What follows belongs to an exercise in optimizing a design on an open flow for small area; a production flow would make more cautious choices.
Function was checked by simulation only, so behaviour that the tests miss may differ from the original.
Power and IR drop assume default switching activity. The flow treats the clock pin as an ideal source, which a real chip does not have.

==> flow/design.v (excerpt) <==
module pe_relay_fifo3 #(
    parameter int EAST_WIDTH  = 132,
    parameter int NORTH_WIDTH = 164,
    parameter int SOUTH_WIDTH = 164,
    parameter int DEPTH       = 4,
    parameter int CNT_BITS    = $clog2(DEPTH) + 1
) (
    input  logic                   clk,
    input  logic                   reset,
    input  logic                   ap_start,
    input  logic [EAST_WIDTH-1:0]  in_from_east,
    input  logic                   in_east_valid,
    output logic                   in_east_ready,
    output logic [EAST_WIDTH-1:0]  out_to_east,
    output logic                   out_east_valid,
    input  logic                   out_east_ready,
    input  logic [NORTH_WIDTH-1:0] in_from_north,
    input  logic                   in_north_valid,
    output logic                   in_north_ready,
    output logic [NORTH_WIDTH-1:0] out_to_north,
    output logic                   out_north_valid,
  ...
For scale: about 3700 cells after synthesis, roughly 1900 flip-flops, roughly 950 I/O pins, ~66000 sq um of cells after synthesis.
clock: 5.0 ns
lec_check: 0
cap_margin: 20
core_margin: 2
core_utilization: 40
slew_margin: 20
standard.sh (not shown) runs the stock make flow with config.mk's settings and CLKGATE_MAP_FILE= SYNTH_SCRIPT=/design/flow/synth_recipe.tcl, a recipe that flattens the netlist after the stock synthesis.
==> flow/flow/run.sh <==
#!/bin/bash
# Standard ORFS layout with smaller port buffers and a clock tree without dummy loads.
set -euo pipefail
export BUFFER_PORTS_ARGS="-buffer_cell sky130_fd_sc_hd__buf_1"
export CTS_ARGS="-sink_clustering_enable -repair_clock_nets -dont_use_dummy_load -buf_list {sky130_fd_sc_hd__clkbuf_4 sky130_fd_sc_hd__clkbuf_8}"
bash standard.sh finish > standard_flow.log 2>&1
The baseline produced a clean layout.
Next try:
==> flow/run.sh (new file) <==
#!/bin/bash
# synth_recipe.tcl (not shown) runs the flow's synth.tcl, then flattens the netlist and writes it again
# the make line also repeats each setting of config.mk as NAME=value (left out here)
make -C /OpenROAD-flow-scripts/flow DESIGN_CONFIG=/design/flow/config.mk WORK_HOME=/design/flow/orfs CLKGATE_MAP_FILE= SYNTH_SCRIPT=/design/flow/synth_recipe.tcl finish
removed: flow/flow/run.sh
removed: flow/standard.sh
- power grows by 12%
- sequential power is about the same
- clock power is higher by 26%
- maximum frequency is lower by 8.1%

---

main:
Another version of the RTL of pe_relay_fifo3 (not shown whole).
Size in the first run: ~5400 cells after synthesis, roughly 1900 flip-flops, roughly 950 I/O pins.
==> flow/config.mk <==
export PLATFORM = sky130hd
export DESIGN_NAME = pe_relay_fifo3
export DESIGN_NICKNAME = pe_relay_fifo3
export VERILOG_FILES = /design/flow/design.v
export SDC_FILE = /design/flow/constraint.sdc
export NUM_CORES = 4
export LEC_CHECK = 0
export CAP_MARGIN = 5
export CORE_MARGIN = 2
export CORE_UTILIZATION = 55
export SLEW_MARGIN = 5
export SYNTH_HIERARCHICAL = 1
==> flow/constraint.sdc <==
create_clock -name core_clock -period 5.0 [get_ports {clk}]
set_input_delay 1.0000 -clock core_clock [delete_from_list [all_inputs] [get_ports {clk}]]
set_output_delay 1.0000 -clock core_clock [all_outputs]
set_load 0.01 [all_outputs]
==> flow/flow/run.sh <==
#!/bin/bash
# Standard ORFS layout (standard synthesis included) with the smallest
# buffer on every port and a clock tree of clkbuf_8 clusters without dummy loads.
set -euo pipefail
export BUFFER_PORTS_ARGS="-buffer_cell sky130_fd_sc_hd__buf_1"
export CTS_ARGS="-sink_clustering_enable -repair_clock_nets -dont_use_dummy_load -buf_list {sky130_fd_sc_hd__clkbuf_8} -sink_clustering_size 15 -sink_clustering_max_diameter 80"
bash standard.sh finish > standard_flow.log 2>&1
Relative to main, the following input files were edited for the feature branch:
- a change of SLEW_MARGIN from 5 to 20
- a change of CAP_MARGIN from 5 to 20
- a change of CORE_UTILIZATION from 55 to 70
==> flow/flow/run.sh <==
#!/bin/bash
# Standard ORFS layout (standard synthesis included) with the smallest
# buffer on every port and a clock tree of clkbuf_16 clusters without dummy loads.
set -euo pipefail
export BUFFER_PORTS_ARGS="-buffer_cell sky130_fd_sc_hd__buf_1"
export CTS_ARGS="-sink_clustering_enable -repair_clock_nets -dont_use_dummy_load -buf_list {sky130_fd_sc_hd__clkbuf_16} -sink_clustering_size 30 -sink_clustering_max_diameter 120"
bash standard.sh finish > standard_flow.log 2>&1
- From main to the feature branch the numbers moved as follows: via density per instance picked up an extra 8.0%; summed area of non-filler cells in the final layout shows a reduction of 1.0%.
- Going from main to the feature branch, clock power fell about 3%, count of clock-buffer cells in the layout fell by 70, via count shows an increase of 1030, multi-input combinational area share rose 0.35 points.
- Compared to main, the feature branch has clock network fraction of total power 0.6 points lower.
- [the feature branch vs main] final worst-path cycle share: lower in the feature branch
- For the clock skew, the feature branch came in 0.032 ns higher than main did.
- Compared with main, the feature branch shows cell total after placement that has gone down by a few percent.
- The wire length on met1 in the feature branch sits 10% below the value recorded for main.

---

Another version of the RTL of pe_relay_fifo3 (not shown whole).
Size: about 5300 cells after synthesis, about 1900 flip-flops.
Settings: LEC_CHECK=0, CAP_MARGIN=20, CORE_MARGIN=2, CORE_UTILIZATION=78, GPL_ROUTABILITY_DRIVEN=0, GPL_TIMING_DRIVEN=0, SLEW_MARGIN=20, SYNTH_HIERARCHICAL=1; clock period 5.0 ns.
==> flow/flow/run.sh <==
#!/bin/bash
# Standard ORFS layout (standard synthesis included) with the smallest
# buffer on every port and a clock tree of clkbuf_16 clusters without dummy loads.
set -euo pipefail
export BUFFER_PORTS_ARGS="-buffer_cell sky130_fd_sc_hd__buf_1"
export CTS_ARGS="-sink_clustering_enable -repair_clock_nets -dont_use_dummy_load -buf_list {sky130_fd_sc_hd__clkbuf_16} -sink_clustering_size 30 -sink_clustering_max_diameter 120"
bash standard.sh finish > standard_flow.log 2>&1
Edit:
--- a/flow/config.mk
+++ b/flow/config.mk
@@ -8,6 +8,5 @@
 export CAP_MARGIN = 20
 export CORE_MARGIN = 2
-export CORE_UTILIZATION = 78
-export GPL_ROUTABILITY_DRIVEN = 0
+export CORE_UTILIZATION = 70
 export GPL_TIMING_DRIVEN = 0
 export SLEW_MARGIN = 20
=> The new run completed without violations; utilization drops by 8.9 points; design area barely changes; worst setup slack degrades by 0.17 ns; clock-buffer cell count is unchanged.

[what the ideal ports hide]
How much do the figures lean on ideal ports? The routed layouts below were timed once more, with nothing changed but the port constraints. Step 1 assumes that a clkbuf_16 drives the clock port and a buf_2 every other input. Step 2 also shifts input and output timing later by t, the mid clock arrival at the registers, as if the neighbouring blocks saw the same clock. Three values: ideal ports, drivers, drivers and shift; two values: the first two.
| run | t (ns) | setup slack, ns | clock arrival spread, ns | worst data-port slew with drivers (ns) | cell pins on the clock port's net |
|---|---|---|---|---|---|
| the first run of note 1 | 1.081 | 1.356 / 1.278 / 1.321 | 0.113 / 0.113 | 0.24 | 1 |
| the second run of note 1 | 0.897 | 1.037 / 0.956 / 1.027 | 0.060 / 0.059 | 0.18 | 1 |
| main | 0.914 | 1.423 / 1.345 / 1.158 | 0.069 / 0.069 | 0.19 | 1 |
| the feature branch | 0.726 | 1.655 / 1.611 / 1.038 | 0.085 / 0.085 | 0.21 | 1 |
| the first run of note 3 | 0.717 | 1.710 / 1.681 / 1.059 | 0.080 / 0.080 | 0.25 | 1 |
| the second run of note 3 | 0.730 | 1.542 / 1.512 / 1.063 | 0.076 / 0.075 | 0.26 | 1 |
After both steps setup and hold are still met in every run listed. For the first run of note 3, which loses most, drivers alone change the setup slack by -0.029 ns; drivers and shift together by -0.651 ns.
